What follows belongs to an exercise in optimizing a design on an open flow for small area, a short achievable clock period and few clock cycles per item; a production flow would make more cautious choices.
RTL that was checked went through simulation tests only; none was proved equivalent to the original.
No functional check of the RTL was part of runs 1 to 4.
No activity file was given, so power comes from the tool's default toggle rates.

==> design/flow/design.v <==
package rhpm_pkg;
   localparam int MAX_PATTERN_DEF  = 16;
   localparam int WINDOW_DEPTH_DEF = 16;
   localparam int BYTE_W           = 8;
   localparam int VALUE_W          = 32;
   localparam int HASH_W           = 26;
   localparam int LEN_W            = 5;
   localparam int CSR_W            = 64;
   localparam int CSR_IDX_W        = 2;
   localparam int PAT_BYTES        = 16;
   localparam logic KIND_HASH = 1'b0;
   localparam logic KIND_POS  = 1'b1;
   typedef enum logic [CSR_IDX_W-1:0] {
      CSR_PATTERN_LENGTH = 2'd0,
      CSR_PATTERN_LOW    = 2'd1,
      CSR_PATTERN_HIGH   = 2'd2
   } csr_index_type;
endpackage
module rhpm_ram #(
   parameter int WIDTH = 8,
   parameter int DEPTH = 16
) (
   input  logic                     clock,
   input  logic                     wr_en,
   input  logic [$clog2(DEPTH)-1:0] wr_addr,
   input  logic [WIDTH-1:0]         wr_data,
   input  logic                     rd_en,
   input  logic [$clog2(DEPTH)-1:0] rd_addr,
   output logic [WIDTH-1:0]         rd_data
);
   logic [WIDTH-1:0] mem [DEPTH];
   logic [WIDTH-1:0] rd_data_ff;
   always_ff @(posedge clock) begin
      if (wr_en) begin
         mem[wr_addr] <= wr_data;
      end
      if (rd_en) begin
         rd_data_ff <= mem[rd_addr];
      end
   end
   assign rd_data = rd_data_ff;
endmodule
import rhpm_pkg::*;
module rolling_hash_pattern_matcher_top #(
   parameter int MAX_PATTERN  = MAX_PATTERN_DEF,
   parameter int WINDOW_DEPTH = WINDOW_DEPTH_DEF
) (
   input  logic                 clock,
   input  logic                 reset,
   input  logic                 req_valid,
   output logic                 req_ready,
   input  logic [BYTE_W-1:0]    req_text_byte,
   output logic                 rsp_valid,
   input  logic                 rsp_ready,
   output logic                 rsp_kind,
   output logic [VALUE_W-1:0]   rsp_value,
   output logic                 rsp_last,
   input  logic                 csr_we,
   input  logic [CSR_IDX_W-1:0] csr_index,
   input  logic [CSR_W-1:0]     csr_wdata
);
   function automatic logic [1:0] add3(input logic [1:0] a, input logic [1:0] b);
      logic az, bz;
      az = !a[0] && !a[1];
      bz = !b[0] && !b[1];
      add3[0] = (a[0] && bz) || (az && b[0]) || (a[1] && b[1]);
      add3[1] = (a[1] && bz) || (az && b[1]) || (a[0] && b[0]);
   endfunction
   function automatic logic [1:0] mod3(input logic [7:0] x);
      logic [1:0] r0, r1, r2, r3;
      r0 = {x[1] && !x[0], !x[1] && x[0]};
      r1 = {x[3] && !x[2], !x[3] && x[2]};
      r2 = {x[5] && !x[4], !x[5] && x[4]};
      r3 = {x[7] && !x[6], !x[7] && x[6]};
      mod3 = add3(add3(r0, r1), add3(r2, r3));
   endfunction
   localparam logic [31:0] CMAX = 32'hffff_ffff;
   logic [3:0]  nm1_ff;
   logic [7:0]  pat_ff [16];
   logic [1:0]  dp_ff [16];
   logic        zlo_ff, zhi_ff;   
   logic [7:0]  ring_ff [16];
   logic [1:0]  dw_ff [16];       
   logic [3:0]  nm1_al_ff;
   logic [31:0] count_ff;
   logic        first_seen_ff;    
   logic        reported_ff;      
   logic        rdy_ff;
   logic        in_v_ff, in_first_ff;
   logic [7:0]  in_byte_ff;
   logic [1:0]  in_d_ff;
   logic        s1_v_ff;
   logic        s1_first_ff;
   logic        s2_hit_ff, s2_first_ff;
   logic [3:0]  s2_m1_ff;
   logic [5:0]  s2_e_ff;
   logic        j_v_ff;
   logic [3:0]  j_m1_ff;
   logic [5:0]  j_e_ff;
   logic        rsp_valid_ff, rsp_kind_ff, rsp_last_ff;
   logic [31:0] rsp_value_ff;
   logic [3:0]  rem_ff;
   logic [5:0]  e_nx_ff;         
   logic        hashing_ff;
   logic [3:0]  hidx_ff;
   logic [2:0]  hchunk_ff;
   logic        hprev_ff, hcarry_ff;
   assign req_ready = rdy_ff;
   assign rsp_valid = rsp_valid_ff;
   assign rsp_kind  = rsp_kind_ff;
   assign rsp_value = rsp_value_ff;
   assign rsp_last  = rsp_last_ff;
   logic [1:0]  din;
   logic        zk, dig_eq, byte_eq;
   logic [1:0]  dcsr [8];
   logic [15:0] stop;         
   logic        dig_ok;
   logic        cnt_ok;
   logic        hit_c;
   logic [3:0]  m1_c;
   always_comb begin
      dig_ok = 1'b1;
      for (int k = 0; k < 16; k++) begin
         zk = (k < 8) ? zlo_ff : zhi_ff;
         dig_eq  = zk ? (dw_ff[k] == 2'd0) : (dw_ff[k] == dp_ff[k]);
         byte_eq = zk ? (ring_ff[k] == 8'd0) : (ring_ff[k] == pat_ff[k]);
         if (k <= nm1_ff && !dig_eq) dig_ok = 1'b0;
         stop[k] = !byte_eq || (k == nm1_ff);
      end
      m1_c = 4'd15;
      for (int k = 15; k >= 0; k--) begin
         if (stop[k]) m1_c = k;
      end
      cnt_ok = (count_ff[31:4] != 28'd0) || (count_ff[3:0] > nm1_ff);
      hit_c  = s1_v_ff && dig_ok && cnt_ok;
      for (int i = 0; i < 8; i++) dcsr[i] = mod3(csr_wdata[8*i +: 8]);
      din = mod3(req_text_byte);
   end
   logic        accept, shift, inc, len_wr, lo_wr, hi_wr, rot, aligned, aligned_n, in_v_n;
   logic [3:0]  nm1_al_n;
   logic        cont_p, have_next, can_adv, load, pop_j, take_s2, push_j, first_push;
   logic        s2_leave, s1_move;
   logic [3:0]  m1_next, rem_next;
   logic        last_next;
   logic [31:0] pos;
   logic        s2_hit_n, j_v_n, rsp_valid_n;
   logic [5:0]  s2_e_n, j_e_n, e_nx_n, e_head_n;
   logic [3:0]  rem_n;
   logic        first_seen_n, reported_n, hdone;
   logic [1:0]  hdig;
   logic [1:0]  hadd;
   logic [4:0]  hsum;
   assign accept = req_valid && rdy_ff;
   assign aligned = (nm1_al_ff == nm1_ff);
   assign shift  = in_v_ff && aligned && (!s1_v_ff || s2_leave);
   assign inc    = shift && (count_ff != CMAX);
   assign len_wr = csr_we && !reset && (csr_index == 2'd0);
   assign lo_wr  = csr_we && !reset && (csr_index == 2'd1);
   assign hi_wr  = csr_we && !reset && (csr_index == 2'd2);
   assign rot    = !aligned && !s1_v_ff;
   always_comb begin
      cont_p    = rsp_valid_ff && (rem_ff != 4'd0);
      have_next = cont_p || j_v_ff || s2_hit_ff && !s2_first_ff;
      m1_next   = j_v_ff ? j_m1_ff : s2_m1_ff;
      rem_next  = cont_p ? rem_ff - 4'd1 : m1_next;
      last_next = cont_p ? (rem_ff == 4'd1) : (m1_next == 4'd0);
      pos       = count_ff - {26'd0, e_nx_ff};
      can_adv  = !hashing_ff && (!rsp_valid_ff || rsp_ready);
      load     = can_adv && have_next;
      pop_j    = load && !cont_p && j_v_ff;
      take_s2  = load && !cont_p && !j_v_ff;
      first_push = s2_first_ff && s2_hit_ff;
      push_j   = s2_hit_ff && !s2_first_ff && !take_s2 && !j_v_ff;
      s2_leave = !s2_hit_ff || s2_first_ff || !j_v_ff;
      s1_move  = s1_v_ff && s2_leave;
      s2_hit_n = s1_move ? hit_c : (s2_hit_ff && !s2_leave);
      s2_e_n   = s1_move ? ({2'b0, nm1_ff} + {5'd0, inc}) : (s2_e_ff + {5'd0, inc});
      j_v_n    = push_j || first_push || (j_v_ff && !pop_j);
      j_e_n    = (push_j || first_push) ? (s2_e_ff + {5'd0, inc}) : (j_e_ff + {5'd0, inc});
      e_head_n = j_v_n ? j_e_n : s2_e_n;
      if (load ? (rem_next != 4'd0) : cont_p) begin
         e_nx_n = e_nx_ff + {5'd0, inc} - {5'd0, load};
      end else begin
         e_nx_n = e_head_n;
      end
      rem_n    = load ? rem_next : rem_ff;
      hdone    = hashing_ff && (hidx_ff == 4'd0) && (hchunk_ff == 3'd7);
      rsp_valid_n = hdone || load || (rsp_valid_ff && !can_adv);
      first_seen_n = first_seen_ff || accept;
      reported_n   = reported_ff || hdone;
      nm1_al_n     = rot ? nm1_al_ff - 4'd1 : nm1_al_ff;
      aligned_n    = (nm1_al_n == nm1_ff);
      in_v_n       = accept || (in_v_ff && !shift);
      hdig = ((hidx_ff[3] ? zhi_ff : zlo_ff) ? 2'd0 : dp_ff[hidx_ff]);
      hadd = (hchunk_ff == 3'd0) ? hdig : {1'b0, hcarry_ff};
      hsum = {1'b0, rsp_value_ff[3:0]} + {1'b0, rsp_value_ff[2:0], hprev_ff} + {3'd0, hadd};
   end
   always_ff @(posedge clock) begin
      if (reset) begin
         zlo_ff <= 1'b1;
         zhi_ff <= 1'b1;
      end else begin
         if (lo_wr) zlo_ff <= 1'b0;
         if (hi_wr) zhi_ff <= 1'b0;
      end
      if (reset) begin
         nm1_ff <= 4'd0;
      end else if (len_wr) begin
         if (csr_wdata[4:0] == 5'd0)                       nm1_ff <= 4'd0;
         else if (csr_wdata[4] && csr_wdata[3:0] != 4'd0) nm1_ff <= 4'd15;
         else                                              nm1_ff <= csr_wdata[3:0] - 4'd1;
      end
      if (lo_wr) begin
         for (int i = 0; i < 8; i++) begin
            pat_ff[i] <= csr_wdata[8*i +: 8];
            dp_ff[i]  <= dcsr[i];
         end
      end
      if (hi_wr) begin
         for (int i = 0; i < 8; i++) begin
            pat_ff[8 + i] <= csr_wdata[8*i +: 8];
            dp_ff[8 + i]  <= dcsr[i];
         end
      end
      if (rdy_ff) begin
         in_byte_ff  <= req_text_byte;
         in_d_ff     <= din;
         in_first_ff <= !first_seen_ff;
      end
      if (shift) begin
         for (int j = 0; j < 16; j++) begin
            ring_ff[j] <= (j == nm1_al_ff) ? in_byte_ff : ring_ff[(j + 1) % 16];
            dw_ff[j]   <= (j == nm1_al_ff) ? in_d_ff : dw_ff[(j + 1) % 16];
         end
      end else if (rot) begin
         for (int j = 0; j < 16; j++) begin
            ring_ff[j] <= ring_ff[(j + 1) % 16];
            dw_ff[j]   <= dw_ff[(j + 1) % 16];
         end
      end
      if (s1_move) begin
         s2_m1_ff <= m1_c;
      end
      s2_e_ff <= s2_e_n;
      if (push_j || first_push) j_m1_ff <= s2_m1_ff;
      j_e_ff   <= j_e_n;
      e_nx_ff  <= e_nx_n;
      rem_ff   <= rem_n;
      if (shift) s1_first_ff <= in_first_ff;
      if (hashing_ff) begin
         rsp_value_ff <= {hsum[3:0], rsp_value_ff[31:4]};
         hprev_ff     <= rsp_value_ff[3];
         hcarry_ff    <= hsum[4];
         hchunk_ff    <= hchunk_ff + 3'd1;
         if (hchunk_ff == 3'd7) begin
            hidx_ff  <= hidx_ff - 4'd1;
            hprev_ff <= 1'b0;
         end
         if (hdone) begin
            rsp_kind_ff <= KIND_HASH;
            rsp_last_ff <= !j_v_ff;
            rem_ff      <= 4'd0;
         end
      end else if (load) begin
         rsp_kind_ff  <= KIND_POS;
         rsp_value_ff <= pos;
         rsp_last_ff  <= last_next;
      end else if (s2_first_ff) begin
         rsp_value_ff <= 32'd0;
         hidx_ff      <= nm1_ff;
         hchunk_ff    <= 3'd0;
         hprev_ff     <= 1'b0;
      end
      if (reset) begin
         nm1_al_ff     <= 4'd0;
         count_ff      <= 32'd0;
         first_seen_ff <= 1'b0;
         reported_ff   <= 1'b0;
         rdy_ff        <= 1'b1;
         s1_v_ff       <= 1'b0;
         in_v_ff       <= 1'b0;
         s2_hit_ff     <= 1'b0;
         s2_first_ff   <= 1'b0;
         j_v_ff        <= 1'b0;
         rsp_valid_ff  <= 1'b0;
         hashing_ff    <= 1'b0;
      end else begin
         nm1_al_ff <= nm1_al_n;
         count_ff <= count_ff + {31'd0, inc};
         first_seen_ff <= first_seen_n;
         reported_ff   <= reported_n;
         in_v_ff       <= in_v_n;
         s1_v_ff       <= shift || (s1_v_ff && !s1_move);
         s2_hit_ff     <= s2_hit_n;
         s2_first_ff   <= s1_move ? s1_first_ff : (s2_first_ff && !s2_leave);
         j_v_ff        <= j_v_n;
         rsp_valid_ff  <= rsp_valid_n;
         hashing_ff    <= hashing_ff ? !hdone : s2_first_ff;
         rdy_ff <= (aligned_n || !in_v_n) &&
                   !(first_seen_n && !reported_n) &&
                   !(s2_hit_n && j_v_n) &&
                   !(s2_hit_ff && s2_e_ff[5]) && !(j_v_ff && j_e_ff[5]) &&
                   !(rsp_valid_ff && e_nx_ff[5]);
      end
   end
endmodule
==> design/flow/flow/run.sh <==
#!/bin/bash
# Standard ORFS layout with a tighter setup repair target (slack margin in ns).
set -euo pipefail
bash standard.sh SETUP_SLACK_MARGIN=6.2 finish > standard_make.log 2>&1
==> design/flow/standard.sh <==
#!/bin/bash
# synth_recipe.tcl (not shown) runs the flow's synth.tcl, then flattens the netlist and writes it again
# the make line also repeats each setting of config.mk as NAME=value (left out here)
make -C /OpenROAD-flow-scripts/flow DESIGN_CONFIG=/design/flow/config.mk WORK_HOME=/design/flow/orfs CLKGATE_MAP_FILE= SYNTH_SCRIPT=/design/flow/synth_recipe.tcl "${@:-finish}"
==> design/flow/config.mk <==
export PLATFORM = sky130hd
export DESIGN_NAME = rolling_hash_pattern_matcher_top
export DESIGN_NICKNAME = rolling_hash_pattern_matcher_top
export VERILOG_FILES = /design/flow/design.v
export SDC_FILE = /design/flow/constraint.sdc
export NUM_CORES = 4
export LEC_CHECK = 0
export CAP_MARGIN = 20
export CORE_MARGIN = 2
export CORE_UTILIZATION = 40
export CTS_CLUSTER_DIAMETER = 80
export CTS_CLUSTER_SIZE = 20
export SLEW_MARGIN = 20
==> design/flow/constraint.sdc <==
create_clock -name core_clock -period 9.5 [get_ports {clock}]
set_input_delay 1.9000 -clock core_clock [delete_from_list [all_inputs] [get_ports {clock}]]
set_output_delay 1.9000 -clock core_clock [all_outputs]
set_load 0.01 [all_outputs]
==> results of run 1 <==
[state kept, by name, indices dropped and copies added (netlist names), 2 cells and up]
signal        flops
ring_ff         128
pat_ff          120
count_ff         32
dp_ff            32
dw_ff            32
rsp_value_ff     32
in_byte_ff        8
e_nx_ff           6
j_e_ff            6
s2_e_ff           6
hidx_ff           4
j_m1_ff           4
nm1_al_ff         4
nm1_ff            4
rem_ff            4
s2_m1_ff          4
hchunk_ff         3
in_d_ff           2
[what timing repair did]
| item | in CTS | in global routing |
|---|---|---|
| gates cloned | 2 | 0 |
| setup endpoints to repair | 498 | 202 |
| pin swaps | 44 | 43 |
| buffers inserted | 59 | 22 |
| resized for setup | 113 | 83 |
[area by class of cell]
| type | instances | area (µm²) | share of cell area (%) |
|---|---|---|---|
| Inverter | 119 | 472 | 1.69 |
| Tap cell | 773 | 967 | 3.47 |
| Clock buffer | 33 | 751 | 2.69 |
| Clock inverter | 12 | 160 | 0.575 |
| Timing Repair Buffer | 215 | 2020 | 7.25 |
| Multi-Input combinational cell | 1309 | 10700 | 38.5 |
| Sequential cell | 449 | 12800 | 45.8 |
[kinds of logic after synthesis]
family,count (synthesis),synth area share [%]
AOI/OAI and AO/OA,274,8.23
xor gates and xnor gates,224,8.30
adders and majority gates,128,6.89
muxes,187,8.81
buffers and inverters,185,3.04
and+or+nand+nor,495,10.8
DFF,449,53.9
[cell usage in the layout, fill, tap and decap left out, types with 11 or more instances in the layout]
| master | count |
|---|---|
| sky130_fd_sc_hd__or3_1 | 14 |
| sky130_fd_sc_hd__dlymetal6s2s_1 | 23 |
| sky130_fd_sc_hd__dfxtp_1 | 61 |
| sky130_fd_sc_hd__buf_4 | 90 |
| sky130_fd_sc_hd__or4_1 | 13 |
| sky130_fd_sc_hd__nand3_1 | 40 |
| sky130_fd_sc_hd__mux2_2 | 168 |
| sky130_fd_sc_hd__xor2_1 | 66 |
| sky130_fd_sc_hd__nor2b_1 | 12 |
| sky130_fd_sc_hd__mux2i_1 | 19 |
| sky130_fd_sc_hd__nand3b_1 | 19 |
| sky130_fd_sc_hd__inv_1 | 110 |
| sky130_fd_sc_hd__clkdlybuf4s50_1 | 48 |
| sky130_fd_sc_hd__o21ai_0 | 51 |
| sky130_fd_sc_hd__ha_1 | 109 |
| sky130_fd_sc_hd__a222oi_1 | 39 |
| sky130_fd_sc_hd__nand4_1 | 35 |
| sky130_fd_sc_hd__a21oi_1 | 44 |
| sky130_fd_sc_hd__nor2_1 | 136 |
| sky130_fd_sc_hd__edfxtp_1 | 375 |
| sky130_fd_sc_hd__nor4_1 | 33 |
| sky130_fd_sc_hd__xnor2_1 | 157 |
| sky130_fd_sc_hd__nand2_1 | 87 |
| sky130_fd_sc_hd__nor3_1 | 24 |
| sky130_fd_sc_hd__dlygate4sd2_1 | 39 |
| sky130_fd_sc_hd__a31oi_1 | 18 |
| sky130_fd_sc_hd__nor2_2 | 11 |
| sky130_fd_sc_hd__nand2b_1 | 13 |
| sky130_fd_sc_hd__clkbuf_16 | 29 |
[stage by stage]
stage	worst slack (ns)	power (mW)	hold WS (ns)	util (%)	instance area (µm²)
floorplan	4.32	4.53	0.400	-	23800
global placement	4.72	5.15	0.406	43.8	25700
detailed placement	4.67	5.19	0.409	43.8	25700
CTS	6.00	6.59	0.425	46.6	27400
global route	5.80	6.93	0.437	47.5	27900
finish	5.97	6.61	0.422	47.5	27900
[power breakdown]
part / leakage [nW] / switching [mW] / internal (mW)
clock: 0.442 / 0.687 / 0.633
combinational: 5.52 / 0.893 / 0.889
sequential: 4.18 / 0.640 / 2.87
[how the worst min path moves through the flow]
| stage | startpoint | end | cells past startpoint |
|---|---|---|---|
| after floorplan | in_first_ff | s1_first_ff | 0 |
| final | in_first_ff | s1_first_ff | 0 |
| after global placement | in_first_ff | s1_first_ff | 0 |
| after detailed placement | in_first_ff | s1_first_ff | 0 |
| after global routing | in_first_ff | s1_first_ff | 0 |
| after CTS | in_first_ff | s1_first_ff | 0 |
[layer usage]
layer / up-vias / share of wire [%] / wire length [µm] / global-route usage [%]
met5: - / 0 / 0 / 0
met4: 0 / 3.2 / 2030 / 6.56
met3: 110 / 5.4 / 3440 / 2.64
met2: 479 / 50 / 31900 / 36.4
met1: 8137 / 42 / 26700 / 26.3
li1: 7588 / - / - / -
==> run notes, run 1 <==
# TYPE chip_impl_metric gauge
chip_impl_metric{name="vias",unit=""} 16300
chip_impl_metric{name="peak_fanout_along_the_critical_path",unit=""} 7
chip_impl_metric{name="grt_overflow",unit=""} 0
chip_impl_metric{name="total_instance_count_after_detailed_placement",unit=""} 2782
chip_impl_info{name="ys_top_cells_by_area",value="sky130_fd_sc_hd__edfxtp_1, sky130_fd_sc_hd__mux2_2, sky130_fd_sc_hd__ha_1"} 1
chip_impl_metric{name="drtIter0Drc",unit=""} 1375
chip_impl_metric{name="die_area",unit="mm²"} 0.0610
chip_impl_info{name="min_path_type",value="reg2reg"} 1
chip_impl_metric{name="worstSetupPathDepth",unit=""} 14
chip_impl_metric{name="num-nets-final",unit=""} 2326
chip_impl_info{name="setup.worst_path.end",value="rsp_value_ff[30]"} 1
chip_impl_metric{name="n_fill_cell",unit=""} 5191
chip_impl_metric{name="synthCells",unit=""} 1942
chip_impl_metric{name="wire_length_of_the_first_global_routing_pass",unit="µm"} 96400
chip_impl_info{name="tritoncts_clock_tree",value="built"} 1
chip_impl_metric{name="min_period",unit="ns"} 3.53
chip_impl_info{name="status",value="complete, no violations"} 1
chip_impl_metric{name="ys.warnings.count",unit=""} 6
chip_impl_metric{name="numCtsBuffers",unit=""} 29
chip_impl_metric{name="timing.reg2reg.setup_slack",unit="ns"} 5.97
chip_impl_info{name="cp_slowest_cell",value="sky130_fd_sc_hd__fa_2"} 1
chip_impl_info{name="synthDominantAreaCellType",value="sky130_fd_sc_hd__edfxtp_1"} 1
chip_impl_metric{name="placementRows",unit=""} 89
chip_impl_metric{name="diodes",unit=""} 0
chip_impl_metric{name="finClkSkew",unit="ns"} 0.0241
chip_impl_info{name="most_used_standard_cells_in_the_synthesized_netlist",value="sky130_fd_sc_hd__edfxtp_1, sky130_fd_sc_hd__mux2_2, sky130_fd_sc_hd__xnor2_1"} 1
chip_impl_metric{name="avgRoutedWirePerCell",unit="µm"} 22.0
chip_impl_metric{name="area_growth_syn_to_layout",unit="%"} 17.9
chip_impl_metric{name="placement.io_buffers",unit=""} 114
chip_impl_metric{name="transition_time_at_the_pin_with_the_least_slew_margin",unit="ns"} 0.971
chip_impl_metric{name="die_h",unit="µm"} 247
chip_impl_info{name="element_type_at_the_critical_path_end",value="flip-flop"} 1
chip_impl_metric{name="grt_start_max_net_pins",unit=""} 56
chip_impl_metric{name="totalWireLength",unit="µm"} 64000
chip_impl_metric{name="grt_use_total",unit="%"} 20.7
chip_impl_metric{name="chipWidth",unit="µm"} 247
chip_impl_info{name="timing.critical_path.from",value="hidx_ff[1]"} 1
chip_impl_metric{name="synth_edf_count",unit=""} 375
chip_impl_metric{name="syn_nets",unit=""} 2145
chip_impl_metric{name="detail_placement_hpwl",unit="µm"} 44800
chip_impl_metric{name="drcViolationCount",unit=""} 0
chip_impl_metric{name="hold_buffers",unit=""} 0
chip_impl_metric{name="cpPeakStageDelay",unit="ns"} 0.55
chip_impl_metric{name="placer_congestion_estimate",unit=""} 0.878
chip_impl_metric{name="number_of_nets_with_antenna_violations_after_routing",unit=""} 0
chip_impl_metric{name="drive_above_1_share",unit="%"} 19.3
chip_impl_info{name="cp-start-kind",value="flip-flop"} 1
chip_impl_metric{name="reg2regPathDepth",unit=""} 14
chip_impl_metric{name="yosys.area.top_type_share",unit="%"} 47.6
chip_impl_info{name="dominantRegCellSynth",value="sky130_fd_sc_hd__edfxtp_1"} 1
chip_impl_metric{name="postSynthRegisterBits",unit=""} 449
chip_impl_info{name="reg_to_reg_end",value="rsp_value_ff[30]"} 1
chip_impl_metric{name="final-setup-viol-count",unit=""} 0
chip_impl_metric{name="postSynth.asyncResetShare",unit="%"} 0
chip_impl_metric{name="fmax",unit="MHz"} 283
chip_impl_metric{name="floorplan.initialDensity",unit="%"} 40.3
chip_impl_metric{name="timing_max_transition_violations_final",unit=""} 0
chip_impl_metric{name="timing.setup.tns",unit="ns"} 0
chip_impl_info{name="crit_family",value="adder cells"} 1
chip_impl_metric{name="synthesis.area",unit="mm²"} 0.0236
chip_impl_metric{name="initial_antenna_violation_count",unit=""} 2
chip_impl_metric{name="hold_viol",unit=""} 0
chip_impl_metric{name="firstDrtPassIters",unit=""} 5
chip_impl_metric{name="insertion_delay",unit="ns"} 0.61
chip_impl_metric{name="syn_area_per_cell",unit="µm²"} 12.2
chip_impl_metric{name="cts_max_path_buffers",unit=""} 3
chip_impl_metric{name="cts_max_level",unit=""} 1
chip_impl_metric{name="power.ir.vdd_worst",unit="mV"} 0.139
chip_impl_metric{name="relSlewSlack",unit="%"} 35.3
chip_impl_metric{name="cp_data_required_time",unit="ns"} 9.84
chip_impl_info{name="synth.most_common_cell",value="sky130_fd_sc_hd__edfxtp_1"} 1
chip_impl_info{name="ctsRootBufferMaster",value="sky130_fd_sc_hd__clkbuf_16"} 1
chip_impl_metric{name="num_io_pins",unit=""} 115
chip_impl_metric{name="worst-endpoint-arrival",unit="ns"} 3.87
chip_impl_info{name="setup.worst_path.class",value="reg2reg"} 1
chip_impl_metric{name="critical_path.n_buffers_inverters",unit=""} 2
chip_impl_metric{name="final.period_utilization",unit="%"} 37.2
chip_impl_metric{name="synth-seq-area-share",unit="%"} 53.9
chip_impl_metric{name="instances_no_fill",unit=""} 2910
chip_impl_metric{name="routed_via_density",unit=""} 5.61
chip_impl_metric{name="drv.max_cap_violation_count",unit=""} 0
chip_impl_metric{name="cts.clk_slew.worst_paths",unit="ns"} 0.09
chip_impl_metric{name="grt_pass1_vias",unit=""} 16200
chip_impl_info{name="cp_cell_sequence",value="inv_2 > ha_4 > a222oi_1 > o21a_1 > nor2_1 > a221oi_2 > a31oi_1 > a21oi_1 > nor2_1 > fa_2 > ha_4 > inv_2 > fa_2 > o22ai_1"} 1
chip_impl_metric{name="leakagePower",unit="nW"} 10.1
chip_impl_metric{name="power.density_cell_area",unit="mW/mm²"} 237
chip_impl_info{name="rsz_0062_raised_after_global_routing",value="true"} 1
chip_impl_metric{name="numClockSinks",unit=""} 449
chip_impl_info{name="timing.rr.start",value="hidx_ff[1]"} 1
chip_impl_metric{name="synth.distinct_cells",unit=""} 73
chip_impl_metric{name="standard_cell_core_area",unit="mm²"} 0.0587
==> inputs of run 2 (changes only) <==
==> design/flow/flow/run.sh (replaced) <==
#!/bin/bash
# Standard ORFS layout with a tighter setup repair target (slack margin in ns).
set -euo pipefail
bash standard.sh SETUP_SLACK_MARGIN=6.45 finish > standard_make.log 2>&1
==> run notes, run 2 <==
# TYPE chip_impl_metric gauge
chip_impl_metric{name="grt_use_total",unit="%"} 21.2
chip_impl_metric{name="diodes",unit=""} 0
chip_impl_metric{name="synthesis.area",unit="mm²"} 0.0236
chip_impl_metric{name="multiInputGateArea",unit="mm²"} 0.0113
chip_impl_metric{name="relSlewSlack",unit="%"} 28.2
chip_impl_metric{name="hold_buffers",unit=""} 0
chip_impl_metric{name="transition_time_at_the_pin_with_the_least_slew_margin",unit="ns"} 1.08
chip_impl_metric{name="avgRoutedWirePerCell",unit="µm"} 22.4
chip_impl_metric{name="reg2regPathDepth",unit=""} 14
chip_impl_metric{name="drtIter0Drc",unit=""} 1474
chip_impl_metric{name="standard_cell_core_area",unit="mm²"} 0.0587
chip_impl_metric{name="largest_register_ff_count",unit=""} 128
chip_impl_metric{name="synth.distinct_cells",unit=""} 73
chip_impl_metric{name="cp_data_required_time",unit="ns"} 9.84
chip_impl_info{name="final_common_cell",value="sky130_fd_sc_hd__edfxtp_1"} 1
chip_impl_info{name="dominantRegCellSynth",value="sky130_fd_sc_hd__edfxtp_1"} 1
chip_impl_metric{name="n_fill_cell",unit=""} 5131
chip_impl_metric{name="worst-endpoint-arrival",unit="ns"} 3.90
chip_impl_metric{name="syn_nets",unit=""} 2145
chip_impl_metric{name="drive_above_1_share",unit="%"} 28.3
chip_impl_info{name="cp-start-kind",value="flip-flop"} 1
chip_impl_metric{name="die_h",unit="µm"} 247
chip_impl_metric{name="grt_pass1_vias",unit=""} 16400
chip_impl_metric{name="instances_no_fill",unit=""} 2953
chip_impl_metric{name="grt_start_max_net_pins",unit=""} 89
chip_impl_metric{name="postSynth.asyncResetShare",unit="%"} 0
chip_impl_metric{name="routed_via_density",unit=""} 5.61
chip_impl_metric{name="wire_length_of_the_first_global_routing_pass",unit="µm"} 98500
chip_impl_info{name="timing.critical_path.from",value="hidx_ff[0]"} 1
chip_impl_metric{name="grt_overflow",unit=""} 0
chip_impl_metric{name="min_period",unit="ns"} 3.56
chip_impl_metric{name="floorplan.initialDensity",unit="%"} 40.3
chip_impl_metric{name="syn_area_per_cell",unit="µm²"} 12.2
chip_impl_info{name="timing.rr.start",value="hidx_ff[0]"} 1
chip_impl_metric{name="chipWidth",unit="µm"} 247
chip_impl_metric{name="vias",unit=""} 16600
chip_impl_metric{name="placer_congestion_estimate",unit=""} 0.914
chip_impl_metric{name="timing.setup.tns",unit="ns"} 0
chip_impl_metric{name="cts.clk_slew.worst_paths",unit="ns"} 0.08
chip_impl_metric{name="synthCells",unit=""} 1942
chip_impl_metric{name="finClkSkew",unit="ns"} 0.0297
chip_impl_info{name="synth.most_common_cell",value="sky130_fd_sc_hd__edfxtp_1"} 1
chip_impl_info{name="tritoncts_clock_tree",value="built"} 1
chip_impl_info{name="rsz_0062_raised_after_global_routing",value="true"} 1
chip_impl_metric{name="num-nets-final",unit=""} 2368
chip_impl_metric{name="die_area",unit="mm²"} 0.0610
chip_impl_info{name="setup.worst_path.end",value="rsp_value_ff[30]"} 1
chip_impl_metric{name="final-setup-viol-count",unit=""} 0
chip_impl_metric{name="postSynthRegisterBits",unit=""} 449
chip_impl_metric{name="firstDrtPassIters",unit=""} 7
chip_impl_metric{name="numCtsBuffers",unit=""} 29
chip_impl_metric{name="cts_max_path_buffers",unit=""} 3
chip_impl_metric{name="numClockSinks",unit=""} 449
chip_impl_metric{name="timing.reg2reg.setup_slack",unit="ns"} 5.94
chip_impl_metric{name="insertion_delay",unit="ns"} 0.62
chip_impl_metric{name="final_util",unit="%"} 48.8
chip_impl_metric{name="fmax",unit="MHz"} 281
chip_impl_metric{name="cts_max_level",unit=""} 1
chip_impl_info{name="ys_top_cells_by_area",value="sky130_fd_sc_hd__edfxtp_1, sky130_fd_sc_hd__mux2_2, sky130_fd_sc_hd__ha_1"} 1
chip_impl_metric{name="regArea",unit="mm²"} 0.0128
chip_impl_metric{name="hold_viol",unit=""} 0
chip_impl_metric{name="power.density_cell_area",unit="mW/mm²"} 231
chip_impl_metric{name="synth-seq-area-share",unit="%"} 53.9
chip_impl_metric{name="ys.warnings.count",unit=""} 6
chip_impl_info{name="synthDominantAreaCellType",value="sky130_fd_sc_hd__edfxtp_1"} 1
chip_impl_info{name="ctsRootBufferMaster",value="sky130_fd_sc_hd__clkbuf_16"} 1
chip_impl_metric{name="total_instance_count_after_detailed_placement",unit=""} 2779
chip_impl_metric{name="placement.io_buffers",unit=""} 114
chip_impl_info{name="largest-register",value="ring_ff"} 1
chip_impl_info{name="min_path_type",value="reg2reg"} 1
chip_impl_metric{name="yosys.area.top_type_share",unit="%"} 47.6
chip_impl_metric{name="peak_fanout_along_the_critical_path",unit=""} 9
chip_impl_metric{name="detail_placement_hpwl",unit="µm"} 44800
chip_impl_info{name="reg_to_reg_end",value="rsp_value_ff[30]"} 1
chip_impl_metric{name="area_growth_syn_to_layout",unit="%"} 21.3
chip_impl_info{name="most_used_standard_cells_in_the_synthesized_netlist",value="sky130_fd_sc_hd__edfxtp_1, sky130_fd_sc_hd__mux2_2, sky130_fd_sc_hd__xnor2_1"} 1
chip_impl_metric{name="final.period_utilization",unit="%"} 37.4
chip_impl_metric{name="num_io_pins",unit=""} 115
chip_impl_metric{name="synth_edf_count",unit=""} 375
chip_impl_info{name="setup.worst_path.class",value="reg2reg"} 1
chip_impl_metric{name="timing_max_transition_violations_final",unit=""} 0
chip_impl_info{name="status",value="complete, no violations"} 1
chip_impl_metric{name="initial_antenna_violation_count",unit=""} 1
chip_impl_metric{name="leakagePower",unit="nW"} 10.2
chip_impl_info{name="layout_top_registers",value="ring_ff x128, pat_ff x120"} 1
chip_impl_metric{name="total_power",unit="mW"} 6.63
chip_impl_metric{name="totalWireLength",unit="µm"} 66100
chip_impl_metric{name="number_of_nets_with_antenna_violations_after_routing",unit=""} 0
chip_impl_metric{name="power.ir.vdd_worst",unit="mV"} 0.155
chip_impl_metric{name="drv.max_cap_violation_count",unit=""} 0
chip_impl_info{name="mostFrequentLayoutCells",value="sky130_fd_sc_hd__edfxtp_1, sky130_fd_sc_hd__mux2_2, sky130_fd_sc_hd__xnor2_1"} 1
chip_impl_metric{name="placementRows",unit=""} 89
chip_impl_metric{name="drcViolationCount",unit=""} 0
chip_impl_info{name="element_type_at_the_critical_path_end",value="flip-flop"} 1
==> run 2: worst min path at each step <==
stage / from / to / slack [ns] / cells after the start
3_5_place_dp: in_first_ff / s1_first_ff / 0.41 / 0
4_1_cts: in_first_ff / s1_first_ff / 0.44 / 0
3_3_place_gp: in_first_ff / s1_first_ff / 0.41 / 0
6_report: in_first_ff / s1_first_ff / 0.44 / 0
5_1_grt: first_seen_ff / in_first_ff / 0.47 / 1
2_1_floorplan: in_first_ff / s1_first_ff / 0.40 / 0
==> run 2: what timing repair did <==
action,in CTS,in global routing
setup endpoints to repair,611,288
cloned,4,3
setup buffers,97,24
hold endpoints to repair,0,0
resized for setup,322,112
pin swaps,47,33
==> run 2: cell type report <==
type / count / share of cell area [%]
clock inverters: 10 / 0.323
clock buffers: 36 / 2.77
repair buffers: 256 / 7.53
multi-input cells: 1310 / 39.5
inverters: 119 / 1.93
flip-flops and latches: 449 / 44.6
well taps: 773 / 3.37
==> run 2: cells by family after synthesis <==
group / count (synthesis) / share of synthesized area, %
compound gates: 274 / 8.23
xor+xnor: 224 / 8.30
simple gates: 495 / 10.8
buf+inv: 185 / 3.04
mux: 187 / 8.81
flops: 449 / 53.9
fa+ha+maj: 128 / 6.89
==> run 2: through the flow <==
step | setup WS, ns | area [µm²] | hold slack (ns)
after floorplan | 4.32 | 24400 | 0.400
after global placement | 4.69 | 26300 | 0.407
after detailed placement | 4.67 | 26300 | 0.412
after CTS | 5.96 | 28300 | 0.443
after global routing | 5.78 | 28700 | 0.466
final | 5.94 | 28700 | 0.439
==> run 2: layer usage <==
| metal | vias to the layer above | track usage [%] | wire, µm |
|---|---|---|---|
| met5 | - | 0 | 0 |
| met4 | 0 | 7.74 | 2530 |
| met3 | 129 | 2.31 | 2770 |
| met2 | 445 | 37.3 | 33200 |
| met1 | 8289 | 26.8 | 27700 |
| li1 | 7697 | - | - |
==> run 2: worst max-delay path, cell delays in order (launching register included) <==
cell,delay (ns)
sky130_fd_sc_hd__edfxtp_1,0.52
sky130_fd_sc_hd__inv_2,0.13
sky130_fd_sc_hd__buf_4,0.14
sky130_fd_sc_hd__ha_4,0.20
sky130_fd_sc_hd__o21ai_0,0.10
sky130_fd_sc_hd__nor4b_2,0.19
sky130_fd_sc_hd__a221oi_2,0.32
sky130_fd_sc_hd__a31oi_1,0.12
sky130_fd_sc_hd__a21oi_1,0.19
sky130_fd_sc_hd__nor2_1,0.10
sky130_fd_sc_hd__fa_1,0.53
sky130_fd_sc_hd__ha_4,0.15
sky130_fd_sc_hd__inv_2,0.03
sky130_fd_sc_hd__fa_2,0.52
sky130_fd_sc_hd__o22ai_1,0.07
==> run 2: report_power, final <==
| part | internal (mW) | leakage, nW | switching (mW) |
|---|---|---|---|
| Combinational | 0.909 | 5.64 | 0.910 |
| Sequential | 2.87 | 4.18 | 0.642 |
| Clock | 0.604 | 0.432 | 0.698 |
==> inputs of run 3 (changes only) <==
==> design/flow/flow/run.sh (replaced) <==
#!/bin/bash
# Standard ORFS layout with a tighter setup repair target, port buffers of
# a plain buffer cell, and free gate sizing.
set -euo pipefail
bash standard.sh 'SETUP_SLACK_MARGIN=6.2' 'MATCH_CELL_FOOTPRINT=0' 'BUFFER_PORTS_ARGS=-buffer_cell sky130_fd_sc_hd__buf_4' finish > standard_make.log 2>&1
==> run notes, run 3 <==
# TYPE chip_impl_metric gauge
chip_impl_info{name="status",value="complete, no violations"} 1
chip_impl_metric{name="avgRoutedWirePerCell",unit="µm"} 21.9
chip_impl_metric{name="grt_overflow",unit=""} 0
chip_impl_info{name="ctsRootBufferMaster",value="sky130_fd_sc_hd__clkbuf_16"} 1
chip_impl_metric{name="grt_start_max_net_pins",unit=""} 88
chip_impl_metric{name="firstDrtPassIters",unit=""} 8
chip_impl_info{name="tritoncts_clock_tree",value="built"} 1
chip_impl_metric{name="vias",unit=""} 16100
chip_impl_metric{name="largest_register_ff_count",unit=""} 128
chip_impl_info{name="setup.worst_path.class",value="reg2reg"} 1
chip_impl_metric{name="standard_cell_core_area",unit="mm²"} 0.0587
chip_impl_metric{name="detail_placement_hpwl",unit="µm"} 44400
chip_impl_info{name="dominantRegCellSynth",value="sky130_fd_sc_hd__edfxtp_1"} 1
chip_impl_metric{name="die_h",unit="µm"} 247
chip_impl_metric{name="grt_pass1_vias",unit=""} 16000
chip_impl_metric{name="cts_max_path_buffers",unit=""} 3
chip_impl_metric{name="ys.warnings.count",unit=""} 6
chip_impl_metric{name="fmax",unit="MHz"} 279
chip_impl_info{name="cp_cell_sequence",value="inv_2 > ha_4 > a222oi_1 > o21a_1 > nor2_2 > a221oi_2 > a31oi_1 > a21oi_1 > nor2_1 > fa_1 > ha_4 > inv_2 > fa_2 > o22ai_2"} 1
chip_impl_metric{name="hold_path_depth",unit=""} 0
chip_impl_metric{name="critical_path.n_buffers_inverters",unit=""} 2
chip_impl_metric{name="placementRows",unit=""} 89
chip_impl_metric{name="hold_viol",unit=""} 0
chip_impl_metric{name="totalWireLength",unit="µm"} 62500
chip_impl_metric{name="synthesis.area",unit="mm²"} 0.0236
chip_impl_metric{name="timing_max_transition_violations_final",unit=""} 0
chip_impl_metric{name="num-nets-final",unit=""} 2268
chip_impl_info{name="cp_slowest_cell",value="sky130_fd_sc_hd__fa_1"} 1
chip_impl_metric{name="final_design_area_no_fill",unit="mm²"} 0.0268
chip_impl_metric{name="synthCells",unit=""} 1942
chip_impl_metric{name="number_of_nets_with_antenna_violations_after_routing",unit=""} 0
chip_impl_metric{name="wire_length_of_the_first_global_routing_pass",unit="µm"} 94800
chip_impl_info{name="mostFrequentLayoutCells",value="sky130_fd_sc_hd__edfxtp_1, sky130_fd_sc_hd__mux2_2, sky130_fd_sc_hd__xnor2_1"} 1
chip_impl_metric{name="synth-seq-area-share",unit="%"} 53.9
chip_impl_info{name="hold_start",value="in_first_ff"} 1
chip_impl_metric{name="worstSetupPathDepth",unit=""} 14
chip_impl_metric{name="reg2regPathDepth",unit=""} 14
chip_impl_metric{name="setup_ws",unit="ns"} 5.92
chip_impl_metric{name="drv.max_cap_violation_count",unit=""} 0
chip_impl_metric{name="initial_antenna_violation_count",unit=""} 1
chip_impl_metric{name="cts.clk_slew.worst_paths",unit="ns"} 0.09
chip_impl_metric{name="synth_edf_count",unit=""} 375
chip_impl_metric{name="grt_use_total",unit="%"} 20.2
chip_impl_metric{name="placer_congestion_estimate",unit=""} 0.884
chip_impl_metric{name="cpPeakStageDelay",unit="ns"} 0.53
chip_impl_metric{name="insertion_delay",unit="ns"} 0.61
chip_impl_metric{name="numClockSinks",unit=""} 449
chip_impl_info{name="hold_end",value="s1_first_ff"} 1
chip_impl_metric{name="transition_time_at_the_pin_with_the_least_slew_margin",unit="ns"} 1.15
chip_impl_metric{name="yosys.area.top_type_share",unit="%"} 47.6
chip_impl_metric{name="power.density_cell_area",unit="mW/mm²"} 239
chip_impl_metric{name="final.period_utilization",unit="%"} 37.7
chip_impl_metric{name="timing.reg2reg.setup_slack",unit="ns"} 5.92
chip_impl_info{name="timing.rr.start",value="hidx_ff[0]"} 1
chip_impl_metric{name="worst-endpoint-arrival",unit="ns"} 3.92
chip_impl_info{name="cp-start-kind",value="flip-flop"} 1
chip_impl_info{name="largest-register",value="ring_ff"} 1
chip_impl_metric{name="drtIter0Drc",unit=""} 1443
chip_impl_metric{name="relSlewSlack",unit="%"} 23.3
chip_impl_metric{name="num_io_pins",unit=""} 115
chip_impl_info{name="crit_family",value="adder cells"} 1
chip_impl_metric{name="peak_fanout_along_the_critical_path",unit=""} 5
chip_impl_info{name="final_common_cell",value="sky130_fd_sc_hd__edfxtp_1"} 1
chip_impl_info{name="most_used_standard_cells_in_the_synthesized_netlist",value="sky130_fd_sc_hd__edfxtp_1, sky130_fd_sc_hd__mux2_2, sky130_fd_sc_hd__xnor2_1"} 1
chip_impl_info{name="synthDominantAreaCellType",value="sky130_fd_sc_hd__edfxtp_1"} 1
chip_impl_metric{name="numCtsBuffers",unit=""} 28
chip_impl_metric{name="postSynthRegisterBits",unit=""} 449
chip_impl_metric{name="diodes",unit=""} 0
chip_impl_metric{name="area_growth_syn_to_layout",unit="%"} 13.3
chip_impl_info{name="ys_top_cells_by_area",value="sky130_fd_sc_hd__edfxtp_1, sky130_fd_sc_hd__mux2_2, sky130_fd_sc_hd__ha_1"} 1
chip_impl_metric{name="n_fill_cell",unit=""} 5299
chip_impl_metric{name="cp_data_required_time",unit="ns"} 9.84
chip_impl_metric{name="drcViolationCount",unit=""} 0
chip_impl_info{name="layout_top_registers",value="ring_ff x128, pat_ff x120"} 1
chip_impl_info{name="min_path_type",value="reg2reg"} 1
chip_impl_metric{name="postSynth.asyncResetShare",unit="%"} 0
chip_impl_info{name="element_type_at_the_critical_path_end",value="flip-flop"} 1
chip_impl_metric{name="placed_cell_area",unit="mm²"} 0.0254
chip_impl_metric{name="timing.setup.tns",unit="ns"} 0
chip_impl_metric{name="drive_above_1_share",unit="%"} 21.2
chip_impl_metric{name="cts_max_level",unit=""} 1
chip_impl_metric{name="syn_area_per_cell",unit="µm²"} 12.2
chip_impl_info{name="reg_to_reg_end",value="rsp_value_ff[30]"} 1
chip_impl_metric{name="min_period",unit="ns"} 3.58
chip_impl_metric{name="synth.distinct_cells",unit=""} 73
chip_impl_metric{name="finClkSkew",unit="ns"} 0.0257
chip_impl_metric{name="syn_nets",unit=""} 2145
chip_impl_metric{name="chipWidth",unit="µm"} 247
chip_impl_metric{name="die_area",unit="mm²"} 0.0610
chip_impl_metric{name="placement.io_buffers",unit=""} 114
chip_impl_metric{name="final-setup-viol-count",unit=""} 0
chip_impl_info{name="synth.most_common_cell",value="sky130_fd_sc_hd__edfxtp_1"} 1
chip_impl_metric{name="leakagePower",unit="nW"} 9.62
chip_impl_metric{name="placement.setup.worst_slack",unit="ns"} 5.21
chip_impl_metric{name="floorplan.initialDensity",unit="%"} 40.3
chip_impl_info{name="rsz_0062_raised_after_global_routing",value="true"} 1
chip_impl_metric{name="power.ir.vdd_worst",unit="mV"} 0.163
chip_impl_metric{name="routed_via_density",unit=""} 5.64
-- run 3: where the power goes --
part           internal (mW)  switching, mW  total, mW
combinational          0.840          0.861       1.70
clock                  0.547          0.660       1.21
sequential              2.87          0.629       3.50
total                   4.26           2.15       6.41
-- run 3: metrics by stage --
step                      utilization (%)  hold slack, ns  power (mW)  std cells
after floorplan                         -           0.400        4.53       1942
after global routing                 45.6           0.452        6.72       2851
after CTS                            45.1           0.428        6.39       2835
after global placement               43.3           0.410        5.12       2778
after detailed placement             43.3           0.407        5.16       2778
final                                45.6           0.426        6.41       2851
-- run 3: worst register-to-register path: cells and delay by family, from the launching register on --
family	cells	cell delay, ns
adder cells (fa/ha/maj)	4	1.39
AO/OA/AOI/OAI	6	1.16
flip-flops	1	0.52
buffers and inverters	2	0.14
AND/OR/NAND/NOR	2	0.12
-- run 3: cell type report --
| class | count | area, µm² | area share, % |
|---|---|---|---|
| Multi-Input combinational cell | 1309 | 10500 | 39.2 |
| Inverter | 119 | 469 | 1.75 |
| Timing Repair Buffer | 158 | 1270 | 4.73 |
| Tap cell | 773 | 967 | 3.61 |
| Sequential cell | 449 | 12800 | 47.7 |
| Clock inverter | 9 | 77.6 | 0.290 |
| Clock buffer | 34 | 723 | 2.70 |
-- run 3: timing repair --
action	CTS	global route
cloned	2	0
hold buffers	0	0
resized for setup	33	50
buffers inserted	12	16
endpoints found under the setup margin	336	251
pin swaps	8	24
-- run 3: how the worst max path moves through the flow --
stage,startpoint,end,slack (ns)
2_1_floorplan,reset,dp_ff[0][0],4.34
3_3_place_gp,rsp_ready,e_nx_ff[5],5.27
3_5_place_dp,rsp_ready,e_nx_ff[5],5.21
4_1_cts,hidx_ff[0],rsp_value_ff[30],5.99
5_1_grt,hidx_ff[0],rsp_value_ff[31],5.74
6_report,hidx_ff[0],rsp_value_ff[30],5.92
-- run 3: cells by family after synthesis --
family	synth area share [%]
adder cells (fa/ha/maj)	6.89
multiplexers	8.81
buffers and inverters	3.04
flip-flops	53.9
AO/OA/AOI/OAI	8.23
AND/OR/NAND/NOR	10.8
XOR/XNOR	8.30
-- run 3: per-layer routing --
layer / track usage (%) / share of wire (%) / vias to the layer above
li1: - / - / 7481
met1: 25.9 / 42 / 8053
met2: 35.5 / 51 / 452
met3: 2.28 / 4.5 / 94
met4: 6.41 / 2.8 / 0
met5: 0 / 0 / -
==> inputs of run 4 (changes only) <==
==> design/flow/flow/run.sh (replaced) <==
#!/bin/bash
# Standard ORFS layout with a tighter setup repair target, port buffers of
# a plain buffer cell, and free gate sizing.
set -euo pipefail
bash standard.sh 'SETUP_SLACK_MARGIN=6.5' 'MATCH_CELL_FOOTPRINT=0' 'BUFFER_PORTS_ARGS=-buffer_cell sky130_fd_sc_hd__buf_4' finish > standard_make.log 2>&1
==> run notes, run 4 <==
# TYPE chip_impl_metric gauge
chip_impl_info{name="status",value="complete, no violations"} 1
chip_impl_metric{name="fmax",unit="MHz"} 283
chip_impl_info{name="rsz_0062_raised_after_global_routing",value="true"} 1
chip_impl_info{name="hold_end",value="s1_first_ff"} 1
chip_impl_metric{name="relSlewSlack",unit="%"} 35.2
chip_impl_info{name="hold_start",value="in_first_ff"} 1
chip_impl_metric{name="worst-endpoint-arrival",unit="ns"} 3.88
chip_impl_metric{name="grt_start_max_net_pins",unit=""} 82
chip_impl_metric{name="cp_data_required_time",unit="ns"} 9.85
chip_impl_metric{name="area_growth_syn_to_layout",unit="%"} 21.2
chip_impl_metric{name="num-nets-final",unit=""} 2353
chip_impl_info{name="tritoncts_clock_tree",value="built"} 1
chip_impl_metric{name="final_design_area_no_fill",unit="mm²"} 0.0286
chip_impl_metric{name="peak_fanout_along_the_critical_path",unit=""} 6
chip_impl_info{name="final_common_cell",value="sky130_fd_sc_hd__edfxtp_1"} 1
chip_impl_metric{name="synth.distinct_cells",unit=""} 73
chip_impl_metric{name="transition_time_at_the_pin_with_the_least_slew_margin",unit="ns"} 0.971
chip_impl_metric{name="drv.max_cap_violation_count",unit=""} 0
chip_impl_metric{name="hold_path_depth",unit=""} 0
chip_impl_metric{name="placementRows",unit=""} 89
chip_impl_info{name="synth.most_common_cell",value="sky130_fd_sc_hd__edfxtp_1"} 1
chip_impl_metric{name="final.period_utilization",unit="%"} 37.1
chip_impl_metric{name="finClkSkew",unit="ns"} 0.0245
chip_impl_metric{name="timing.reg2reg.setup_slack",unit="ns"} 5.97
chip_impl_info{name="largest-register",value="ring_ff"} 1
chip_impl_metric{name="ys.warnings.count",unit=""} 6
chip_impl_metric{name="synthCells",unit=""} 1942
chip_impl_info{name="layout_top_registers",value="ring_ff x128, pat_ff x120"} 1
chip_impl_metric{name="power.ir.vdd_worst",unit="mV"} 0.152
chip_impl_metric{name="cts.clk_slew.worst_paths",unit="ns"} 0.09
chip_impl_metric{name="diodes",unit=""} 0
chip_impl_metric{name="postSynth.asyncResetShare",unit="%"} 0
chip_impl_info{name="dominantRegCellSynth",value="sky130_fd_sc_hd__edfxtp_1"} 1
chip_impl_metric{name="synthesis.area",unit="mm²"} 0.0236
chip_impl_metric{name="standard_cell_core_area",unit="mm²"} 0.0587
chip_impl_metric{name="grt_pass1_vias",unit=""} 16500
chip_impl_metric{name="chipWidth",unit="µm"} 247
chip_impl_metric{name="floorplan.initialDensity",unit="%"} 40.3
chip_impl_info{name="timing.rr.start",value="hidx_ff[0]"} 1
chip_impl_metric{name="placement.io_buffers",unit=""} 114
chip_impl_metric{name="hold_viol",unit=""} 0
chip_impl_metric{name="number_of_nets_with_antenna_violations_after_routing",unit=""} 0
chip_impl_metric{name="total_power",unit="mW"} 6.60
chip_impl_metric{name="initial_antenna_violation_count",unit=""} 0
chip_impl_info{name="ys_top_cells_by_area",value="sky130_fd_sc_hd__edfxtp_1, sky130_fd_sc_hd__mux2_2, sky130_fd_sc_hd__ha_1"} 1
chip_impl_metric{name="vias",unit=""} 16500
chip_impl_info{name="reg_to_reg_end",value="rsp_value_ff[30]"} 1
chip_impl_info{name="element_type_at_the_critical_path_end",value="flip-flop"} 1
chip_impl_metric{name="routed_via_density",unit=""} 5.62
chip_impl_info{name="setup.worst_path.class",value="reg2reg"} 1
chip_impl_metric{name="detail_placement_hpwl",unit="µm"} 44600
chip_impl_metric{name="placed_cell_area",unit="mm²"} 0.0261
chip_impl_metric{name="drcViolationCount",unit=""} 0
chip_impl_metric{name="syn_area_per_cell",unit="µm²"} 12.2
chip_impl_info{name="mostFrequentLayoutCells",value="sky130_fd_sc_hd__edfxtp_1, sky130_fd_sc_hd__buf_4, sky130_fd_sc_hd__mux2_2"} 1
chip_impl_metric{name="leakagePower",unit="nW"} 10.2
chip_impl_metric{name="cts_max_path_buffers",unit=""} 3
chip_impl_metric{name="insertion_delay",unit="ns"} 0.62
chip_impl_info{name="ctsRootBufferMaster",value="sky130_fd_sc_hd__clkbuf_16"} 1
chip_impl_metric{name="totalWireLength",unit="µm"} 64800
chip_impl_metric{name="drive_above_1_share",unit="%"} 30.5
chip_impl_metric{name="synth-seq-area-share",unit="%"} 53.9
chip_impl_metric{name="placer_congestion_estimate",unit=""} 0.891
chip_impl_metric{name="final-setup-viol-count",unit=""} 0
chip_impl_metric{name="grt_use_total",unit="%"} 20.7
chip_impl_metric{name="avgRoutedWirePerCell",unit="µm"} 22.1
chip_impl_metric{name="synth_edf_count",unit=""} 375
chip_impl_metric{name="num_io_pins",unit=""} 115
chip_impl_info{name="synthDominantAreaCellType",value="sky130_fd_sc_hd__edfxtp_1"} 1
chip_impl_info{name="cp-start-kind",value="flip-flop"} 1
chip_impl_info{name="min_path_type",value="reg2reg"} 1
chip_impl_metric{name="reg2regPathDepth",unit=""} 14
chip_impl_metric{name="numCtsBuffers",unit=""} 28
chip_impl_metric{name="die_area",unit="mm²"} 0.0610
chip_impl_metric{name="min_period",unit="ns"} 3.53
chip_impl_metric{name="wire_length_of_the_first_global_routing_pass",unit="µm"} 97500
chip_impl_metric{name="hold_buffers",unit=""} 0
chip_impl_metric{name="grt_overflow",unit=""} 0
chip_impl_metric{name="drtIter0Drc",unit=""} 1230
chip_impl_metric{name="firstDrtPassIters",unit=""} 6
chip_impl_metric{name="n_fill_cell",unit=""} 5126
chip_impl_metric{name="postSynthRegisterBits",unit=""} 449
chip_impl_metric{name="power.density_cell_area",unit="mW/mm²"} 230
chip_impl_metric{name="die_h",unit="µm"} 247
chip_impl_metric{name="syn_nets",unit=""} 2145
chip_impl_metric{name="largest_register_ff_count",unit=""} 128
chip_impl_metric{name="yosys.area.top_type_share",unit="%"} 47.6
chip_impl_metric{name="timing.setup.tns",unit="ns"} 0
chip_impl_info{name="most_used_standard_cells_in_the_synthesized_netlist",value="sky130_fd_sc_hd__edfxtp_1, sky130_fd_sc_hd__mux2_2, sky130_fd_sc_hd__xnor2_1"} 1
chip_impl_metric{name="cts_max_level",unit=""} 1
chip_impl_metric{name="numClockSinks",unit=""} 449
chip_impl_metric{name="timing_max_transition_violations_final",unit=""} 0
==> run 4: timing repair <==
| item | in CTS | in global routing |
|---|---|---|
| buffers inserted | 60 | 52 |
| gates cloned | 2 | 2 |
| resized for setup | 126 | 71 |
| pin swaps | 37 | 33 |
| setup endpoints to repair | 518 | 458 |
==> run 4: how the worst max path moves through the flow <==
| stage | start | to | slack [ns] | cells past startpoint |
|---|---|---|---|---|
| 3_5_place_dp | rsp_ready | e_nx_ff[5] | 5.20 | 15 |
| 6_report | hidx_ff[0] | rsp_value_ff[30] | 5.97 | 14 |
| 2_1_floorplan | reset | dp_ff[0][0] | 4.34 | 2 |
| 4_1_cts | hidx_ff[0] | rsp_value_ff[30] | 6.00 | 14 |
| 5_1_grt | hidx_ff[0] | rsp_value_ff[31] | 5.84 | 15 |
| 3_3_place_gp | rsp_ready | e_nx_ff[5] | 5.24 | 15 |
==> run 4: layout make-up <==
cell class | count | area [µm²] | share of cell area [%]
clock buffers | 36 | 752 | 2.63
clock inverters | 9 | 88.8 | 0.310
inverters | 119 | 572 | 2.00
multi-input cells | 1310 | 11300 | 39.5
flip-flops and latches | 449 | 12800 | 44.7
well taps | 773 | 967 | 3.38
repair buffers | 242 | 2170 | 7.57
==> run 4: kinds of logic after synthesis <==
family	count (synthesis)	synth area share, %
AND/OR/NAND/NOR	495	10.8
AO/OA/AOI/OAI	274	8.23
multiplexers	187	8.81
flip-flops	449	53.9
XOR/XNOR	224	8.30
adder cells (fa/ha/maj)	128	6.89
buffers and inverters	185	3.04
==> run 4: worst max-delay path: stages, from the launching register on <==
cell and delay [ns]:
sky130_fd_sc_hd__edfxtp_1 0.48, sky130_fd_sc_hd__buf_6 0.17, sky130_fd_sc_hd__ha_4 0.18, sky130_fd_sc_hd__a222oi_1 0.31, sky130_fd_sc_hd__o21a_1 0.16, sky130_fd_sc_hd__nor2_1 0.04, sky130_fd_sc_hd__a221oi_2 0.20, sky130_fd_sc_hd__a31oi_1 0.13
sky130_fd_sc_hd__a21oi_2 0.20, sky130_fd_sc_hd__nor2_2 0.07, sky130_fd_sc_hd__fa_2 0.57, sky130_fd_sc_hd__ha_4 0.14, sky130_fd_sc_hd__inv_2 0.03, sky130_fd_sc_hd__fa_2 0.51, sky130_fd_sc_hd__o22ai_1 0.07
==> run 4: metal layers <==
layer  GRT usage, %  wire length [µm]  part of all wire, %
met4           6.75              2230                  3.4
met3           2.31              2890                  4.5
met1           26.6             27100                   42
met5              0                 0                    0
met2           36.2             32600                   50
==> run 4: metrics by stage <==
stage          hold slack [ns]  setup slack [ns]  util [%]  std cells
6_report                 0.421              5.97      48.8       2938
5_1_grt                  0.462              5.84      48.8       2938
4_1_cts                  0.419              6.00      47.6       2884
3_5_place_dp             0.405              5.20      44.4       2777
3_3_place_gp             0.417              5.24      44.4       2777
2_1_floorplan            0.400              4.34         -       1942
==> run 4: power by group <==
part | total [mW] | switching, mW | leakage (nW) | internal, mW
logic | 1.85 | 0.904 | 5.57 | 0.943
clock network | 1.24 | 0.674 | 0.412 | 0.569
registers | 3.51 | 0.645 | 4.18 | 2.86
total | 6.60 | 2.22 | 10.2 | 4.38
==> inputs of run 5 (changes only) <==
--- a/design/flow/design.v
+++ b/design/flow/design.v
@@ -107,2 +107,4 @@
    logic        hprev_ff, hcarry_ff;
+   logic [1:0]  hd_ff;            
+   logic        hlast_ff;         
    assign req_ready = rdy_ff;
@@ -186,3 +188,3 @@
       rem_n    = load ? rem_next : rem_ff;
-      hdone    = hashing_ff && (hidx_ff == 4'd0) && (hchunk_ff == 3'd7);
+      hdone    = hashing_ff && hlast_ff && (hchunk_ff == 3'd7);
       rsp_valid_n = hdone || load || (rsp_valid_ff && !can_adv);
@@ -194,3 +196,3 @@
       hdig = ((hidx_ff[3] ? zhi_ff : zlo_ff) ? 2'd0 : dp_ff[hidx_ff]);
-      hadd = (hchunk_ff == 3'd0) ? hdig : {1'b0, hcarry_ff};
+      hadd = (hchunk_ff == 3'd0) ? hd_ff : {1'b0, hcarry_ff};
       hsum = {1'b0, rsp_value_ff[3:0]} + {1'b0, rsp_value_ff[2:0], hprev_ff} + {3'd0, hadd};
@@ -254,4 +256,8 @@
          hchunk_ff    <= hchunk_ff + 3'd1;
-         if (hchunk_ff == 3'd7) begin
+         hd_ff        <= hdig;
+         if (hchunk_ff == 3'd0) begin
             hidx_ff  <= hidx_ff - 4'd1;
+            hlast_ff <= (hidx_ff == 4'd0);
+         end
+         if (hchunk_ff == 3'd7) begin
             hprev_ff <= 1'b0;
@@ -270,4 +276,6 @@
          hidx_ff      <= nm1_ff;
-         hchunk_ff    <= 3'd0;
+         hchunk_ff    <= 3'd1;
          hprev_ff     <= 1'b0;
+         hcarry_ff    <= 1'b0;
+         hlast_ff     <= 1'b0;
       end
==> design/flow/flow/run.sh (replaced) <==
#!/bin/bash
# Standard ORFS layout with a tighter setup repair target, port buffers of
# a plain buffer cell, and free gate sizing.
set -euo pipefail
bash standard.sh 'SETUP_SLACK_MARGIN=6.3' 'MATCH_CELL_FOOTPRINT=0' 'BUFFER_PORTS_ARGS=-buffer_cell sky130_fd_sc_hd__buf_4' finish > standard_make.log 2>&1
==> run notes, run 5 <==
# TYPE chip_impl_metric gauge
chip_impl_metric{name="drv.max_cap_violation_count",unit=""} 0
chip_impl_metric{name="reg2regPathDepth",unit=""} 7
chip_impl_metric{name="hold_viol",unit=""} 0
chip_impl_metric{name="grt_overflow",unit=""} 0
chip_impl_info{name="status",value="complete, no violations"} 1
chip_impl_metric{name="number_of_nets_with_antenna_violations_after_routing",unit=""} 0
chip_impl_metric{name="area_growth_syn_to_layout",unit="%"} 12.9
chip_impl_metric{name="final.period_utilization",unit="%"} 34.1
chip_impl_info{name="layout_top_registers",value="ring_ff x128, pat_ff x120"} 1
chip_impl_metric{name="synth.distinct_cells",unit=""} 67
chip_impl_info{name="most_used_standard_cells_in_the_synthesized_netlist",value="sky130_fd_sc_hd__edfxtp_1, sky130_fd_sc_hd__mux2_2, sky130_fd_sc_hd__xnor2_1"} 1
chip_impl_metric{name="netSwitchingPower",unit="mW"} 2.12
chip_impl_metric{name="syn_area_per_cell",unit="µm²"} 12.3
chip_impl_metric{name="chipWidth",unit="µm"} 247
chip_impl_metric{name="power.sequential.fraction",unit="%"} 54.2
chip_impl_metric{name="synthCells",unit=""} 1923
chip_impl_metric{name="regArea",unit="mm²"} 0.0129
chip_impl_metric{name="standard_cell_core_area",unit="mm²"} 0.0579
chip_impl_metric{name="cts_max_path_buffers",unit=""} 3
chip_impl_metric{name="wire_length_of_the_first_global_routing_pass",unit="µm"} 93500
chip_impl_metric{name="vias",unit=""} 15800
chip_impl_metric{name="grt_start_max_net_pins",unit=""} 94
chip_impl_metric{name="p_int",unit="mW"} 4.29
## run 5: cell count changes in the layout (fill, tap and decap cells not counted), sizes merged, moves of 8 or more
| cell | previous run | this run |
|---|---|---|
| nor2 | 148 | 130 |
| buf | 240 | 140 |
| nand2 | 92 | 101 |
| nand2b | 13 | 5 |
| and2 | 5 | 17 |
## run 5: how the worst max path moves through the flow
stage               startpoint           end  slack (ns)  cells past startpoint
floorplan                reset   dp_ff[0][0]        4.34                      2
global placement     rsp_ready    e_nx_ff[4]        5.38                     16
detailed placement   nm1_ff[2]  count_ff[31]        5.23                     11
CTS                  rsp_ready    e_nx_ff[4]        6.29                     16
global route         rsp_ready    e_nx_ff[5]        6.21                     15
finish               rsp_ready    e_nx_ff[4]        6.26                     16
## run 5: layer usage
| layer | routed length [µm] | vias up |
|---|---|---|
| met2 | 30500 | 480 |
| li1 | - | 7352 |
| met1 | 26300 | 7843 |
| met5 | 0 | - |
| met4 | 2150 | 0 |
| met3 | 2950 | 121 |
## run 5: final cells by class
type,count,share of cell area (%)
tap,765,3.60
clock inverter,9,0.428
inverter,121,1.78
multi-input combinational,1281,38.7
sequential,452,48.3
clock buffer,35,2.81
timing repair buffer,143,4.38
## run 5: logic make-up (layout without fill, tap and decap cells)
| family | count (synthesis) | after routing | synth area share, % |
|---|---|---|---|
| fa+ha+maj | 128 | 128 | 6.91 |
| compound gates | 271 | 271 | 8.27 |
| mux | 184 | 184 | 8.69 |
| xor+xnor | 225 | 225 | 8.36 |
| simple gates | 473 | 473 | 10.2 |
| buf+inv | 190 | 308 | 3.07 |
| flops | 452 | 452 | 54.5 |
## run 5: power groups by stage
stage	sequential [mW]	clock [mW]	combinational [mW]
floorplan	3.24	0	1.29
global placement	3.51	0	1.59
detailed placement	3.51	0	1.62
CTS	3.47	1.31	1.66
global route	3.52	1.37	1.83
finish	3.48	1.28	1.66
## run 5: worst max-delay path, stage by stage
cell                       delay [ns]
sky130_fd_sc_hd__buf_8           0.08
sky130_fd_sc_hd__inv_8           0.03
sky130_fd_sc_hd__a21oi_4         0.17
sky130_fd_sc_hd__o31ai_4         0.11
sky130_fd_sc_hd__buf_12          0.16
sky130_fd_sc_hd__clkinv_8        0.04
sky130_fd_sc_hd__ha_4            0.18
sky130_fd_sc_hd__inv_2           0.06
sky130_fd_sc_hd__ha_4            0.12
sky130_fd_sc_hd__inv_2           0.03
sky130_fd_sc_hd__fa_2            0.34
sky130_fd_sc_hd__inv_2           0.05
sky130_fd_sc_hd__a21o_1          0.12
sky130_fd_sc_hd__a21oi_2         0.06
sky130_fd_sc_hd__xor2_1          0.15
sky130_fd_sc_hd__mux2i_1         0.08
## run 5: what timing repair did
action / in CTS / in global routing
pin swaps: 4 / 6
buffers inserted: 7 / 8
hold endpoints to repair: 0 / 0
cloned: 2 / 0
gates resized for setup: 30 / 17
endpoints found under the setup margin: 368 / 227
## run 5: stage by stage
step           power (mW)  setup WS, ns  std cells  instance area (µm²)
2_1_floorplan        4.54          4.34       1923                23800
3_3_place_gp         5.10          5.38       2745                25400
3_5_place_dp         5.13          5.23       2745                25400
4_1_cts              6.43          6.29       2798                26500
5_1_grt              6.72          6.21       2806                26600
6_report             6.42          6.26       2806                26600
Testbench counts of run 5, summed over its fixed seeds: cycles 29,785, bytes 24,258.

[port drivers added, routing unchanged]
No port has a modelled driver above. Below, the same layouts with a new extraction and two added sets of constraints.
Step 1: set_driving_cell puts a clkbuf_16 on clock and a buf_2 on each other input, an assumption about the parent block.
Step 2 times the ports against the registers' clock, not the clock port: input delays grow and output delays shrink by t, the midpoint of the rising clock arrivals with the driver on.
a / b / c = ideal ports / drivers / drivers and shift; a / b = the first two.
| run | shift t [ns] | setup WS [ns] | slew at the worst register clock pin (ns) |
|---|---|---|---|
| run 1 | 0.659 | 5.971 / 5.971 / 5.619 | 0.09 / 0.09 |
| run 2 | 0.662 | 5.945 / 5.945 / 5.654 | 0.09 / 0.09 |
| run 3 | 0.655 | 5.922 / 5.922 / 5.606 | 0.09 / 0.09 |
| run 4 | 0.666 | 5.972 / 5.972 / 5.625 | 0.09 / 0.09 |
| run 5 | 0.649 | 6.256 / 6.264 / 5.614 | 0.09 / 0.09 |
After both steps every run listed still meets setup and hold. The setup slack of run 5, which loses most, moves by +0.008 ns with the drivers and by -0.642 ns with both steps.
